Background: an optimization exercise with open tools, aiming at small area, a short achievable clock period and few clock cycles per item. Do not read the settings as production practice.
The RTL was checked by simulation tests, not by an equivalence proof against the original design.

rev 12:
// xtea3_block_cipher_unit
module xtea3_block_cipher_unit (
  input  wire logic        clk_i,
  input  wire logic        rst_ni,
  input  wire logic        cfg_valid_i,
  output logic             cfg_ready_o,
  input  wire logic [2:0]  cfg_index_i,
  input  wire logic [63:0] cfg_data_i,
  input  wire logic        start,
  output logic             busy,
  input  wire logic        cmd_i,
  input  wire logic [31:0] in_word0_i,
  input  wire logic [31:0] in_word1_i,
  input  wire logic [31:0] in_word2_i,
  input  wire logic [31:0] in_word3_i,
  output logic             done_o,
  output logic [31:0]      out_word0_o,
  output logic [31:0]      out_word1_o,
  output logic [31:0]      out_word2_o,
  output logic [31:0]      out_word3_o
);
For scale: roughly 6900 cells after synthesis, ~1000 flip-flops, about 330 I/O pins, ~60000 um^2 of cells after synthesis.
export LEC_CHECK = 0
export CAP_MARGIN = 30
export CORE_MARGIN = 2
export CORE_UTILIZATION = 45
export CTS_CLUSTER_DIAMETER = 120
export CTS_CLUSTER_SIZE = 22
export PLACE_DENSITY = 0.6
export SLEW_MARGIN = 30
create_clock -name core_clock -period 10.5 [get_ports {clk_i}]
standard.sh (not shown) runs the stock make flow with config.mk's settings and CLKGATE_MAP_FILE= SYNTH_SCRIPT=/design/flow/synth_recipe.tcl, a recipe that flattens the netlist after the stock synthesis.
==> flow/flow/run.sh <==
#!/bin/bash
set -euo pipefail
bash standard.sh SETUP_SLACK_MARGIN=6.9 "BUFFER_PORTS_ARGS=-buffer_cell sky130_fd_sc_hd__buf_2" finish > standard_make.log 2>&1
The flow did not stop early for rev 12: all stages ran, and the layout cleared the timing, DRC and antenna checks.
Testbench counts of rev 12, summed over its fixed seeds: cycles 86,024, blocks 960.
Edits applied to the flow inputs when going from rev 12 to rev 13:
Settings: putting SETUP_SLACK_MARGIN at 5 where nothing was set.
==> flow/run.sh (new file) <==
#!/bin/bash
# synth_recipe.tcl (not shown) runs the flow's synth.tcl, then flattens the netlist and writes it again
# the make line also repeats each setting of config.mk as NAME=value (left out here)
make -C /OpenROAD-flow-scripts/flow DESIGN_CONFIG=/design/flow/config.mk WORK_HOME=/design/flow/orfs CLKGATE_MAP_FILE= SYNTH_SCRIPT=/design/flow/synth_recipe.tcl finish
removed: flow/flow/run.sh
removed: flow/standard.sh
## What came out
Of the two values seen for launch point of the critical path, a_sely_l[0] was produced by rev 12 and b_calc by rev 13. Where time the worst path needs with I/O delays and setup is concerned, rev 12 is better than rev 13. Looking at cell with the biggest individual delay on the critical path, the mux4_2 result is from rev 12; the buf_4 one comes from rev 13. Rev 12 has higher routed wire length than rev 13. NOTE fmax rev 12->rev 13 decreased by more than a quarter.


xtea3_block_cipher_unit again, from the RTL that the note above started with.
==> flow/config.mk <==
export PLATFORM = sky130hd
export DESIGN_NAME = xtea3_block_cipher_unit
export DESIGN_NICKNAME = xtea3_block_cipher_unit
export VERILOG_FILES = /design/flow/design.v
export SDC_FILE = /design/flow/constraint.sdc
export NUM_CORES = 4
export LEC_CHECK = 0
export CAP_MARGIN = 15
export CORE_MARGIN = 2
export CORE_UTILIZATION = 45
export CTS_CLUSTER_DIAMETER = 120
export CTS_CLUSTER_SIZE = 22
export PLACE_DENSITY = 0.6
export SLEW_MARGIN = 15
==> flow/constraint.sdc <==
create_clock -name core_clock -period 10.5 [get_ports {clk_i}]
set_input_delay 2.1000 -clock core_clock [delete_from_list [all_inputs] [get_ports {clk_i}]]
set_output_delay 2.1000 -clock core_clock [all_outputs]
set_load 0.01 [all_outputs]
==> flow/flow/run.sh <==
#!/bin/bash
set -euo pipefail
bash standard.sh SETUP_SLACK_MARGIN=6.9 "BUFFER_PORTS_ARGS=-buffer_cell sky130_fd_sc_hd__buf_2" finish > standard_make.log 2>&1
The starting point finished clean.
Testbench counts at the start, summed over its fixed seeds: cycles 86,024, blocks 960.
Then changed:
==> flow/flow/run.sh (replaced) <==
#!/bin/bash
set -euo pipefail
bash standard.sh SETUP_SLACK_MARGIN=7 "BUFFER_PORTS_ARGS=-buffer_cell sky130_fd_sc_hd__buf_2" finish > standard_make.log 2>&1
Settings changed: CAP_MARGIN 15 to 30, SLEW_MARGIN 15 to 30.
After rerunning: The changed run completed without violations; non-clock buffer count went up by 24; routed wire length came out higher by 1.1%; synthesized area does not change.

-- separate check: timing with driven ports --
Ports are ideal in the flow. The routed layouts listed here were re-timed in OpenROAD.
Step 1, drivers: a clkbuf_16 drives clk_i and a buf_2 each remaining input, both assumed.
Step 2, shift: input delay + t, output delay - t, t = (earliest + latest rising clock arrival at the registers) / 2. This alone moves slack from input paths to output paths.
Slacks: ideal / step 1 / step 2; pairs: ideal / step 1.
run	t, ns	setup slack, ns	latest minus earliest clock arrival (ns)
rev 12	0.786	6.886 / 6.812 / 6.158	0.049 / 0.049
rev 13	0.795	5.411 / 5.411 / 5.411	0.036 / 0.035
the first run of note 2	0.796	6.868 / 6.795 / 6.202	0.031 / 0.032
the second run of note 2	0.789	6.952 / 6.914 / 6.235	0.050 / 0.050
After both steps every run listed still meets setup and hold. For rev 12, which loses most, drivers alone change the setup slack by -0.074 ns; drivers and shift together by -0.728 ns.
